This design comes from an exercise in tuning for small area and a short achievable clock period on the open sky130 flow, not from production work.
Function was checked by simulation only, so behaviour that the tests miss may differ from the original.
Power figures rest on the tool's default switching activity, not on a simulated workload.

== old ==
## mul_ci_pipe
module mul_ci_pipe #(
    parameter int WIDTH = 32,
    parameter int PIPE  = 3
) (
    input  logic             clock,
    input  logic             aclr,
    input  logic             clken,
    input  logic             start,
    input  logic [2:0]       n,
    input  logic [WIDTH-1:0] dataa,
    input  logic [WIDTH-1:0] datab,
    output logic [WIDTH-1:0] result,
    output logic             done,
    output logic             busy
);
    logic        sign_a, sign_b;
    logic [34:0] bxe;
    logic [15:0] bo, bt, bn, bo_q, bt_q, bn_q;
    logic        bu_q;
    logic [31:0] a_q;
    logic        a_x_q;
    logic [2:0]  op1_q, op2_q;
    logic        v1_q, v2_q, v3_q;
    assign sign_a = (n == 3'd2) || (n == 3'd3) || (n == 3'd4) || (n == 3'd5);
    assign sign_b = (n == 3'd2) || (n == 3'd4) || (n == 3'd5);
    assign bxe    = {sign_b & datab[31], sign_b & datab[31], datab, 1'b0};
    always_comb begin
        for (int j = 0; j < 16; j++) begin
            bo[j] = bxe[2*j+1] ^ bxe[2*j];
            bt[j] = (bxe[2*j+2] & ~bxe[2*j+1] & ~bxe[2*j]) | (~bxe[2*j+2] & bxe[2*j+1] & bxe[2*j]);
            bn[j] = bxe[2*j+2] & ~(bxe[2*j+1] & bxe[2*j]);
        end
    end
    always_ff @(posedge clock) begin
        if (clken) begin
            a_q   <= dataa;
            a_x_q <= sign_a & dataa[31];
            bo_q  <= bo;
            bt_q  <= bt;
            bn_q  <= bn;
            bu_q  <= ~sign_b & datab[31];
            op1_q <= n;
  ...
For scale: ~490 flip-flops, about 110 I/O pins, roughly 43000 sq um of cells after synthesis.
Settings: LEC_CHECK=0, CAP_MARGIN=20, CORE_MARGIN=2, CORE_UTILIZATION=40, CTS_CLUSTER_DIAMETER=150, CTS_CLUSTER_SIZE=20, PLACE_DENSITY=0.6, SLEW_MARGIN=20, SYNTH_HIERARCHICAL=1, SYNTH_MINIMUM_KEEP_SIZE=0; clock period 10.0 ns.
standard.sh (not shown) runs the stock make flow with config.mk's settings and CLKGATE_MAP_FILE= SYNTH_SCRIPT=/design/flow/synth_recipe.tcl, a recipe that flattens the netlist after the stock synthesis.
==> flow/flow/run.sh <==
#!/bin/bash
# The standard layout, with repair_timing aiming for more setup slack than the clock needs,
# so that the resizer works on the paths that set the achieved period, and clock tree
# synthesis without dummy balancing loads. Everything else (synthesis, constraints, clock
# period, floorplan, power grid) is the standard flow.
set -euo pipefail
bash standard.sh SETUP_SLACK_MARGIN=6.5 \
  "CTS_ARGS=-sink_clustering_enable -repair_clock_nets -sink_clustering_size 20 -sink_clustering_max_diameter 150 -dont_use_dummy_load" \
  finish > make_finish.log 2>&1
Setup changes, old to new
==> flow/flow/run.sh <==
#!/bin/bash
# The standard layout, with repair_timing aiming for more setup slack than the clock needs,
# so that the resizer works on the paths that set the achieved period. Everything else
# (synthesis, constraints, clock period, floorplan, power grid) is the standard flow.
set -euo pipefail
bash standard.sh SETUP_SLACK_MARGIN=6.65 finish > make_finish.log 2>&1
--- outcome ---
- Per the final summary, new finished and its layout is clean on timing, DRC and antenna.
- Diff old -> new: total of clock buffers placed in the layout has increased, total power consumption of the routed design grew by 0.73 mW, critical path buffer and inverter count +2.
- After detailed routing, old needs less wire than new.
- [compare] base=old new=new: final critical-path required period saw a decrease, via density per instance grew by about 0.65%, count of non-CTS inverters in the layout saw little to no change, power share of the clock group saw an increase, data required time of the worst path now smaller.

---

lane 1:
Another version of the RTL of mul_ci_pipe (not shown whole).
Size: ~3500 cells after synthesis, about 490 flip-flops, about 110 I/O pins, ~42000 um^2 of cells after synthesis.
// mul_ci_pipe
module mul_ci_pipe #(
    parameter int WIDTH = 32,
    parameter int PIPE  = 3
) (
    input  logic             clock,
    input  logic             aclr,
    input  logic             clken,
    input  logic             start,
    input  logic [2:0]       n,
    input  logic [WIDTH-1:0] dataa,
    input  logic [WIDTH-1:0] datab,
    output logic [WIDTH-1:0] result,
    output logic             done,
    output logic             busy
);
export LEC_CHECK = 0
export CAP_MARGIN = 20
export CORE_MARGIN = 2
export CORE_UTILIZATION = 40
export CTS_CLUSTER_DIAMETER = 150
export CTS_CLUSTER_SIZE = 20
export PLACE_DENSITY = 0.6
export SLEW_MARGIN = 20
export SYNTH_HIERARCHICAL = 1
export SYNTH_MINIMUM_KEEP_SIZE = 0
create_clock -name core_clock -period 10.0 [get_ports {clock}]
==> flow/flow/run.sh <==
#!/bin/bash
# The standard layout, with repair_timing aiming for more setup slack than the clock needs,
# so that the resizer works on the paths that set the achieved period, and clock tree
# synthesis without dummy balancing loads. Everything else (synthesis, constraints, clock
# period, floorplan, power grid) is the standard flow.
set -euo pipefail
bash standard.sh SETUP_SLACK_MARGIN=6.6 \
  "CTS_ARGS=-sink_clustering_enable -repair_clock_nets -sink_clustering_size 20 -sink_clustering_max_diameter 150 -dont_use_dummy_load" \
  finish > make_finish.log 2>&1
No stage failed in lane 1, and the final checks on the layout all came back clean.
#### Input delta (lane 2 over lane 1)
-- flow/flow/run.sh --
<<< lane 1, line 7
bash standard.sh SETUP_SLACK_MARGIN=6.6 \
>>> lane 2, line 7
bash standard.sh SETUP_SLACK_MARGIN=6.55 \
## What came out
Lane 2 vs lane 1, highest-delay cell along the critical path: sky130_fd_sc_hd__edfxtp_1 vs sky130_fd_sc_hd__buf_4
Delta (lane 2 minus lane 1): area added between synthesis and finish moved down, worst slew slack as a fraction of its limit moved down.
As far as register area is concerned, lane 2 and lane 1 perform about the same.
On power attributed to combinational cells, lane 1 tracks lane 2 almost exactly.
Lane 2 against lane 1: relative area of clock buffers and inverters in the final design did not really move; number of global-route vias before repair went up; final-layout clock buffer total went up.
### lane 2 -> lane 3
==> flow/flow/run.sh <==
#!/bin/bash
# The standard layout, with repair_timing aiming for more setup slack than the clock needs,
# so that the resizer works on the paths that set the achieved period. Everything else
# (synthesis, constraints, clock period, floorplan, power grid) is the standard flow.
set -euo pipefail
bash standard.sh SETUP_SLACK_MARGIN=6.6 finish > make_finish.log 2>&1
Lane 3 ended up with more standard cells than lane 2. Any difference in wire length between lane 3 and lane 2 is small enough to ignore. CTS buffer count shrinks by a few percent when moving from lane 2 to lane 3. Area after synthesis came out exactly the same in lane 3 and lane 2. Worst hold slack essentially unchanged between lane 3 and lane 2. Lane 3 vs lane 2 — area added between synthesis and finish rose 0.68 points. Lane 2 → lane 3: fraction of area in registers lost 0.20 points, share of power burned in registers was more or less identical, number of cells on the critical path down 9. Looking at startpoint of the most critical setup path, the aclr result is from lane 3; the acc_hi_q[0]$_DFFE_PP_ one comes from lane 2.

## port drivers added, routing unchanged
How much do the figures lean on ideal ports? The routed layouts below were timed once more, with nothing changed but the port constraints. Step 1 sets driving cells, clkbuf_16 on the clock port and buf_2 on the other inputs (assumed; they add their load-dependent delay and slew). Step 2 moves the port delays by t, midway between the first and last clock arrival at a register: inputs arrive t later, outputs are due t later. That takes back most of the time a late clock gives input paths. a / b / c = ideal ports / drivers / drivers and shift; a / b = the first two.
| run | t, ns | setup slack, ns | pins driven straight from the clock port |
|---|---|---|---|
| old | 0.699 | 6.520 / 6.478 / 5.883 | 1 |
| new | 0.712 | 6.573 / 6.573 / 6.029 | 1 |
| lane 1 | 0.666 | 6.577 / 6.570 / 5.938 | 1 |
| lane 2 | 0.678 | 6.541 / 6.510 / 5.941 | 1 |
| lane 3 | 0.698 | 6.570 / 6.585 / 5.902 | 1 |
After both steps setup and hold are still met in every run listed. For lane 3, which loses most, drivers alone change the setup slack by +0.015 ns; drivers and shift together by -0.668 ns.
